Source: an optimization exercise on an open RTL-to-GDS flow (aim: small area, a short achievable clock period and few clock cycles per item). Production flows keep margins and buffers that such runs may drop. The RTL was checked by simulation tests, not by an equivalence proof against the original design. Power and IR drop assume default switching activity.

## run A
## lru_value_tracker
module lru_value_tracker #(
    parameter int DEPTH      = 16,
    parameter int VALUE_BITS = 32
) (
    input  logic                               i_clk,
    input  logic                               i_rst_n,
    input  logic                               i_cfg_we,
    input  logic [lvt_pkg::CAP_W-1:0]          i_cfg_wdata,
    input  logic                               i_valid,
    output logic                               o_stall,
    input  logic signed [lvt_pkg::FIELD_W-1:0] i_key_value,
    output logic                               o_valid,
    input  logic                               i_stall,
    output logic                               o_status,
    output logic                               o_hit,
    output logic                               o_evicted_valid,
    output logic signed [lvt_pkg::FIELD_W-1:0] o_evicted_value,
    output logic [lvt_pkg::CAP_W-1:0]          o_occupancy
);
Size in the first run: roughly 710 flip-flops, about 84 I/O pins.
Settings: LEC_CHECK=0, CAP_MARGIN=20, CORE_MARGIN=2, CORE_UTILIZATION=40, CTS_CLUSTER_DIAMETER=100, CTS_CLUSTER_SIZE=20, SETUP_SLACK_MARGIN=2.3, SLEW_MARGIN=20; clock period 4.4 ns.
standard.sh (not shown) runs the stock make flow with config.mk's settings and CLKGATE_MAP_FILE= SYNTH_SCRIPT=/design/flow/synth_recipe.tcl, a recipe that flattens the netlist after the stock synthesis.
==> flow/flow/run.sh <==
#!/bin/bash
set -euo pipefail
cd "$(dirname "$0")/.."
bash standard.sh "BUFFER_PORTS_ARGS=-buffer_cell sky130_fd_sc_hd__buf_4" finish > run_standard.log 2>&1
Run A completed every stage of the flow, and the final layout passed the timing, design-rule and antenna checks.
Testbench counts of run A, summed over its fixed seeds: cycles 16,024, items 16,000.
The inputs of run B differ from those of run A as listed below.
Settings: PLACE_DENSITY newly set to 0.75; SETUP_SLACK_MARGIN changed from 2.3 to 2.2; CORE_UTILIZATION changed from 40 to 50.
## What came out
Run B: all stages complete, timing, DRC and antenna checks passed. Global-route usage: run B higher than run A. Higher detailed-route wire length on metal 1 was reported by run A, not run B. Run B ends up with lower final critical path time including I/O delays and setup than run A does. The relative contribution of combinational cells to total power of run B and that of run A are within noise of each other. Run B gives less switching part of the total than run A did. Run B does better than run A on cell area after layout. Run B vs run A — slew at the pin closest to its max-slew limit rose 0.13 ns.
diff inputs: run B => run C
Settings: a change of CORE_UTILIZATION from 50 to 40; a change of SETUP_SLACK_MARGIN from 2.2 to 2.1; a deleted PLACE_DENSITY that had been 0.75.
Findings:
Against run B as the reference, run C delivers a lower final core utilization. Register-to-register slack down 0.02 ns in run C wrt run B. Of run B and run C, the run reporting the higher post-route met1 wirelength was run C. When the final numbers for run B and run C were put side by side, the met3 routing resource usage after global routing turned out to be smaller in run C. Sum of internal, switching and leakage power: run C vs run B up 2.2%.
--- input diff run C..run D ---
Settings: swapping 2.1 for 2.2 in SETUP_SLACK_MARGIN.
In the flow results for run C and run D, the relative slew slack is larger on run D. Run D vs. run C: overall via count from detail_route was more or less identical, number of instances in the synthesized netlist was more or less identical. Taking run C as the reference, in run D sequential cell area in the final layout closely matched the old numbers; final setup slack of the worst path increased by 0.076 ns relative to the old numbers; highest net fanout along the worst path decreased by 16 relative to the old numbers. Run D vs run C — number of filler cells placed in the layout rose about 0.7%. The final critical-path required period of run D is lower than that of run C. From run C to run D the numbers moved as follows: wire length on met3 has remained practically unchanged; insertion delay of the later-clocked pin in the worst-skew pair essentially unchanged; wire length of the first global-routing pass ~0 delta.

---

## the baseline
Another version of the RTL of lru_value_tracker (not shown whole).
Size in the first run: about 84 I/O pins, ~32000 sq um of cells after synthesis.
## lru_value_tracker
module lru_value_tracker #(
    parameter int DEPTH      = 16,
    parameter int VALUE_BITS = 32
) (
    input  logic                               i_clk,
    input  logic                               i_rst_n,
    input  logic                               i_cfg_we,
    input  logic [lvt_pkg::CAP_W-1:0]          i_cfg_wdata,
    input  logic                               i_valid,
    output logic                               o_stall,
    input  logic signed [lvt_pkg::FIELD_W-1:0] i_key_value,
    output logic                               o_valid,
    input  logic                               i_stall,
    output logic                               o_status,
    output logic                               o_hit,
    output logic                               o_evicted_valid,
    output logic signed [lvt_pkg::FIELD_W-1:0] o_evicted_value,
    output logic [lvt_pkg::CAP_W-1:0]          o_occupancy
);
export LEC_CHECK = 0
export CAP_MARGIN = 20
export CORE_MARGIN = 2
export CORE_UTILIZATION = 50
export CTS_CLUSTER_DIAMETER = 100
export CTS_CLUSTER_SIZE = 20
export SETUP_SLACK_MARGIN = 2.2
export SLEW_MARGIN = 20
create_clock -name core_clock -period 4.4 [get_ports {i_clk}]
Scripts as last shown in full above: flow/flow/run.sh
The baseline: full flow OK, the timing, design-rule and antenna checks passed
Testbench counts of the baseline, summed over its fixed seeds: cycles 16,024, items 16,000.
Modified inputs, the candidate compared to the baseline
==> flow/flow/run.sh <==
#!/bin/bash
set -euo pipefail
cd "$(dirname "$0")/.."
bash standard.sh "BUFFER_PORTS_ARGS=-buffer_cell sky130_fd_sc_hd__buf_8" finish > run_standard.log 2>&1
Notes after the runs:
Having completed the whole flow, the candidate delivered a layout that passed the timing, design-rule and antenna checks. The candidate vs the baseline, part of the power in the clock network went up by 0.2 points. Comparing the candidate against the baseline, there is no change at all in hold-fix buffer count after cts. Comparing the baseline against the candidate, there is no change at all in number of stages on the worst hold path. Sequential share of layout area for the candidate is lower than for the baseline. Total clock network power: the candidate and the baseline compared, higher one is the candidate. Final number of setup-violating endpoints came out exactly the same in the candidate and the baseline. Going from the baseline to the candidate, footprint of the multi-input gates lower, total power higher, normalized max-slew margin higher, leftover overflow at the end of global routing roughly the same. The switching power reported for the candidate is greater than that of the baseline by 12 uW.

==> what the ideal ports hide <==
How much do the figures lean on ideal ports? The routed layouts below were timed once more, with nothing changed but the port constraints. Step 1 (the two cells are an assumption about what drives the block):
set clk [get_ports {i_clk}]
set_driving_cell -lib_cell sky130_fd_sc_hd__clkbuf_16 $clk
set_driving_cell -lib_cell sky130_fd_sc_hd__buf_2 [delete_from_list [all_inputs] $clk]
Step 2 times the ports against the registers' clock, not the clock port: input delays grow and output delays shrink by t, the midpoint of the rising clock arrivals with the driver on. a / b / c = ideal ports / drivers / drivers and shift; a / b = the first two.
run | t, ns | setup WS [ns] | hold WS [ns] | latest minus earliest clock arrival (ns)
run A | 0.661 | 2.044 / 2.044 / 1.644 | 0.468 / 0.468 / 0.468 | 0.029 / 0.029
run B | 0.650 | 2.075 / 2.075 / 1.499 | 0.470 / 0.470 / 0.470 | 0.028 / 0.028
run C | 0.671 | 2.055 / 2.055 / 1.415 | 0.465 / 0.465 / 0.465 | 0.042 / 0.042
run D | 0.671 | 2.131 / 2.131 / 1.596 | 0.473 / 0.473 / 0.473 | 0.060 / 0.061
the baseline | 0.679 | 2.043 / 2.085 / 1.406 | 0.470 / 0.470 / 0.470 | 0.030 / 0.030
the candidate | 0.696 | 2.103 / 2.103 / 1.477 | 0.454 / 0.454 / 0.454 | 0.054 / 0.054
After both steps setup and hold are still met in every run listed. The setup slack of run C, which loses most, moves by 0.000 ns with the drivers and by -0.640 ns with both steps.
